From an optimization exercise on the open Yosys and OpenROAD flow, aimed at small area, a short achievable clock period and few clock cycles per item; shortcuts taken in it are not production practice.
The RTL was checked by simulation tests, not by an equivalence proof against the original design.
Power figures rest on the tool's default switching activity, not on a simulated workload.

==> flow/design.v (excerpt) <==
module mvuTop (
	input logic clk,
	input logic rst,
	input logic wWe,
	input logic [6:0] wAddr,
	input logic [3:0] wData,
	input logic aWe,
	input logic [1:0] aFold,
	input logic [15:0] aData,
	input logic runReq,
	output logic runAck,
	output logic resReq,
	input logic resAck,
	output logic [63:0] resData
);
clock: 6.0 ns
lec_check: 0
cap_margin: 20
core_margin: 2
core_utilization: 40
cts_buf_list: sky130_fd_sc_hd__clkbuf_4 sky130_fd_sc_hd__clkbuf_8
cts_cluster_size: 30
setup_slack_margin: 3.5
slew_margin: 20
tns_end_percent: 100
standard.sh (not shown) runs the stock make flow with config.mk's settings and CLKGATE_MAP_FILE= SYNTH_SCRIPT=/design/flow/synth_recipe.tcl, a recipe that flattens the netlist after the stock synthesis.
==> flow/flow/run.sh <==
#!/bin/bash
# The standard ORFS layout (standard.sh), with one change: synthesis maps
# adders through ABC instead of extracting them into the platform's full and
# half adder cells (ADDER_MAP_FILE empty). Everything else, including the
# registers synthesis makes, is the standard flow's.
set -euo pipefail
bash standard.sh ADDER_MAP_FILE= synth > synth.log 2>&1
bash standard.sh ADDER_MAP_FILE= finish > layout.log 2>&1
Testbench counts at the start, summed over its fixed seeds: cycles 3,072, runs 256.
==> next run, changes <==
- SETUP_SLACK_MARGIN: 3.5 -> 3.0
=> Count of clock-buffer cells in the layout came out lower by 4; area after synthesis stays the same; sequential cell count stays the same; register-to-register slack degrades by 0.10 ns; routed wire length came out lower by 8.4%; cell area came out lower by 7.2%; utilization came out lower by 3.6 points; final cell count came out lower by 2.8%.
==> next run, changes <==
- ABC_AREA: not set -> 1
- SETUP_SLACK_MARGIN: 3.0 -> 4.0
The changed run passed the timing, design-rule and antenna checks.
Clock-buffer cell count rose by 3.
Total power rose by 30%.
Register-to-register slack improves by 0.23 ns.
Core utilization rose by 13 points.
Final area rose by 32%.


== build 2 ==
mvuTop, a different RTL version from the one above (not shown whole).
Size in the first run: roughly 5,100 cells after synthesis, ~830 flip-flops, ~100 I/O pins.
Design mvuTop, start of the top module:
module mvuTop (
	input logic clk,
	input logic rst,
	input logic wWe,
	input logic [6:0] wAddr,
	input logic [3:0] wData,
	input logic aWe,
	input logic [1:0] aFold,
	input logic [15:0] aData,
	input logic runReq,
	output logic runAck,
	output logic resReq,
	input logic resAck,
	output logic [63:0] resData
);
	localparam int AW = 12;   
	typedef enum logic [2:0] {
		Idle,      
		Start,     
		Res0,      
		Wait0,     
		Res1,      
		Done       
	} state_e;
	state_e state;
	logic [3:0] wmem [128];
	logic [15:0] act [4];
	logic [3:0] fresh;      
	logic dirty;            
	logic wWeQ;             
	logic [6:0] wAddrQ;
	logic [3:0] wDataQ;
	logic start;            
	logic passing;          
	logic pg;
	logic [1:0] cnt;
	logic lastMac;          
	logic lastG;            
	logic g0Done;           
	logic g1Done;           
	logic zacc;             
	logic endRun;
	logic ldEn;             
	logic ldG;
	logic [1:0] ldF;
	logic [63:0] wsel;      
	logic [15:0] fa;        
	logic [AW-1:0] sAcc [4];
	logic [AW-1:0] cAcc [4];
	logic [AW-1:0] sIn [4];
	logic [AW-1:0] cIn [4];
	logic [AW-1:0] sNext [4];
	logic [AW-1:0] cNext [4];
	logic [AW-1:0] ySum [4];
	logic [AW-1:0] res [4];
	always_ff @(posedge clk) begin
		if (rst) wWeQ <= 1'b0;
		else wWeQ <= wWe;
		wAddrQ <= wAddr;
		wDataQ <= wData;
	end
	always_ff @(posedge clk) begin
		if (wWeQ) wmem[wAddrQ] <= wDataQ;
	end
	always_ff @(posedge clk) begin
		if (aWe) act[aFold] <= aData;
	end
	assign start = (state == Idle) && runReq && !resAck && !wWeQ;
	assign endRun = (state == Done) && !runReq;
	always_comb begin
		if (aWe) begin
			ldEn = 1'b1;
			ldG = 1'b0;
			ldF = aFold;
		end else if (start) begin
			ldEn = 1'b1;
			ldG = !dirty;   
			ldF = 2'd0;
		end else begin
			ldEn = passing;
			ldG = pg;
			ldF = cnt;
		end
	end
	always_ff @(posedge clk) begin
		for (int r = 0; r < 4; r++) begin
			for (int s = 0; s < 4; s++) begin
  ...
==> flow/config.mk <==
export PLATFORM = sky130hd
export DESIGN_NAME = mvuTop
export DESIGN_NICKNAME = mvuTop
export VERILOG_FILES = /design/flow/design.v
export SDC_FILE = /design/flow/constraint.sdc
export NUM_CORES = 4
export LEC_CHECK = 0
export ABC_AREA = 1
export CAP_MARGIN = 20
export CORE_MARGIN = 2
export CORE_UTILIZATION = 40
export CTS_BUF_LIST = sky130_fd_sc_hd__clkbuf_4 sky130_fd_sc_hd__clkbuf_8
export CTS_CLUSTER_SIZE = 30
export SETUP_SLACK_MARGIN = 3.3
export SLEW_MARGIN = 20
export TNS_END_PERCENT = 100
==> flow/constraint.sdc <==
create_clock -name core_clock -period 6.0 [get_ports {clk}]
set_input_delay 1.2000 -clock core_clock [delete_from_list [all_inputs] [get_ports {clk}]]
set_output_delay 1.2000 -clock core_clock [all_outputs]
set_load 0.01 [all_outputs]
Scripts as last shown in full above: flow/flow/run.sh
Build 2: no failed stages, no open violations at the end
Testbench counts of build 2, summed over its fixed seeds: cycles 3,072, runs 256.
Input changes introduced in build 63 (baseline for comparison: build 2):
# build 2
export LEC_CHECK = 0
export ABC_AREA = 1
export CAP_MARGIN = 20
export CORE_MARGIN = 2
export CORE_UTILIZATION = 40
export CTS_BUF_LIST = sky130_fd_sc_hd__clkbuf_4 sky130_fd_sc_hd__clkbuf_8
export CTS_CLUSTER_SIZE = 30
export SETUP_SLACK_MARGIN = 3.3
export SLEW_MARGIN = 20
export TNS_END_PERCENT = 100
create_clock -name core_clock -period 6.0 [get_ports {clk}]
# build 63
export LEC_CHECK = 0
export CAP_MARGIN = 20
export CORE_MARGIN = 2
export CORE_UTILIZATION = 40
export CTS_BUF_LIST = sky130_fd_sc_hd__clkbuf_4 sky130_fd_sc_hd__clkbuf_8
export CTS_CLUSTER_SIZE = 30
export SETUP_SLACK_MARGIN = 3.5
export SLEW_MARGIN = 20
export TNS_END_PERCENT = 100
create_clock -name core_clock -period 6.0 [get_ports {clk}]
==> flow/run.sh (new file) <==
#!/bin/bash
# synth_recipe.tcl (not shown) runs the flow's synth.tcl, then flattens the netlist and writes it again
# the make line also repeats each setting of config.mk as NAME=value (left out here)
make -C /OpenROAD-flow-scripts/flow DESIGN_CONFIG=/design/flow/config.mk WORK_HOME=/design/flow/orfs CLKGATE_MAP_FILE= SYNTH_SCRIPT=/design/flow/synth_recipe.tcl finish
removed: flow/flow/run.sh
removed: flow/standard.sh
## What came out
Taking build 2 as the reference, in build 63 power in sequential cells lost 3.6%; number of flip-flops and latches neither gained nor lost much; sum of routed wire length over all layers lost about 17%.
Inputs modified between build 63 and build 17:
# build 63
export LEC_CHECK = 0
export CAP_MARGIN = 20
export CORE_MARGIN = 2
export CORE_UTILIZATION = 40
export CTS_BUF_LIST = sky130_fd_sc_hd__clkbuf_4 sky130_fd_sc_hd__clkbuf_8
export CTS_CLUSTER_SIZE = 30
export SETUP_SLACK_MARGIN = 3.5
export SLEW_MARGIN = 20
export TNS_END_PERCENT = 100
create_clock -name core_clock -period 6.0 [get_ports {clk}]
# build 17
export LEC_CHECK = 0
export ABC_AREA = 1
export CAP_MARGIN = 20
export CORE_MARGIN = 2
export CORE_UTILIZATION = 40
export CTS_BUF_LIST = sky130_fd_sc_hd__clkbuf_4 sky130_fd_sc_hd__clkbuf_8
export CTS_CLUSTER_SIZE = 30
export SETUP_SLACK_MARGIN = 3.5
export SLEW_MARGIN = 20
export TNS_END_PERCENT = 100
create_clock -name core_clock -period 6.0 [get_ports {clk}]
==> flow/flow/run.sh (new file) <==
#!/bin/bash
# The standard ORFS layout (standard.sh), with one change: synthesis maps
# adders through ABC instead of extracting them into the platform's full and
# half adder cells (ADDER_MAP_FILE empty). Everything else, including the
# registers synthesis makes, is the standard flow's.
set -euo pipefail
bash standard.sh ADDER_MAP_FILE= synth > synth.log 2>&1
bash standard.sh ADDER_MAP_FILE= finish > layout.log 2>&1
==> flow/standard.sh (new file) <==
#!/bin/bash
# synth_recipe.tcl (not shown) runs the flow's synth.tcl, then flattens the netlist and writes it again
# the make line also repeats each setting of config.mk as NAME=value (left out here)
make -C /OpenROAD-flow-scripts/flow DESIGN_CONFIG=/design/flow/config.mk WORK_HOME=/design/flow/orfs CLKGATE_MAP_FILE= SYNTH_SCRIPT=/design/flow/synth_recipe.tcl "${@:-finish}"
removed: flow/run.sh
### Flow results
Die size: build 17 exceeds build 63. Measured against each other, build 17 and build 63 differ in post-layout worst setup margin, the lower figure coming from build 63. Most common library cell in the layout ignoring fill and taps = sky130_fd_sc_hd__nand2_1: build 17; most common library cell in the layout ignoring fill and taps = sky130_fd_sc_hd__edfxtp_1: build 63. In build 17 relative to build 63, met2 routed wirelength had gone up by more than 10%.
Edits applied to the flow inputs when going from build 17 to build 49:
# build 17
export LEC_CHECK = 0
export ABC_AREA = 1
export CAP_MARGIN = 20
export CORE_MARGIN = 2
export CORE_UTILIZATION = 40
export CTS_BUF_LIST = sky130_fd_sc_hd__clkbuf_4 sky130_fd_sc_hd__clkbuf_8
export CTS_CLUSTER_SIZE = 30
export SETUP_SLACK_MARGIN = 3.5
export SLEW_MARGIN = 20
export TNS_END_PERCENT = 100
create_clock -name core_clock -period 6.0 [get_ports {clk}]
# build 49
export LEC_CHECK = 0
export CAP_MARGIN = 20
export CORE_MARGIN = 2
export CORE_UTILIZATION = 40
export CTS_BUF_LIST = sky130_fd_sc_hd__clkbuf_4 sky130_fd_sc_hd__clkbuf_8
export CTS_CLUSTER_SIZE = 30
export SETUP_SLACK_MARGIN = 3.5
export SLEW_MARGIN = 20
export TNS_END_PERCENT = 100
create_clock -name core_clock -period 6.0 [get_ports {clk}]
## What came out
Going from build 17 to build 49, final worst-path cycle share went up by 1.8 points; worst ir drop on vdd went down by 16%; total power went up by 500 uW; first-pass GRT wire length went down by about 8%.

what the ideal ports hide:
The results above use ideal ports. As a check the final layouts listed here were re-extracted and re-timed, cells and wires unchanged.
Step 1, drivers: a clkbuf_16 drives clk and a buf_2 each remaining input, both assumed.
Step 2 moves the port delays by t, midway between the first and last clock arrival at a register: inputs arrive t later, outputs are due t later. That takes back most of the time a late clock gives input paths.
Three values: ideal, step 1, step 2; two values: the first two.
run	t (ns)	setup WS [ns]	worst data-port slew with drivers (ns)
the first run of note 1	0.854	3.183 / 3.183 / 2.606	0.06
the second run of note 1	0.851	2.813 / 2.812 / 1.960	0.10
the third run of note 1	0.918	3.222 / 3.153 / 2.410	0.06
build 2	0.884	3.309 / 3.240 / 2.579	0.04
build 63	0.843	2.538 / 2.538 / 2.538	0.06
build 17	0.867	3.318 / 3.254 / 2.693	0.04
build 49	0.869	3.208 / 3.200 / 2.750	0.05
After both steps every run listed still meets setup and hold. The setup slack of the second run of note 1, which loses most, moves by -0.001 ns with the drivers and by -0.853 ns with both steps.
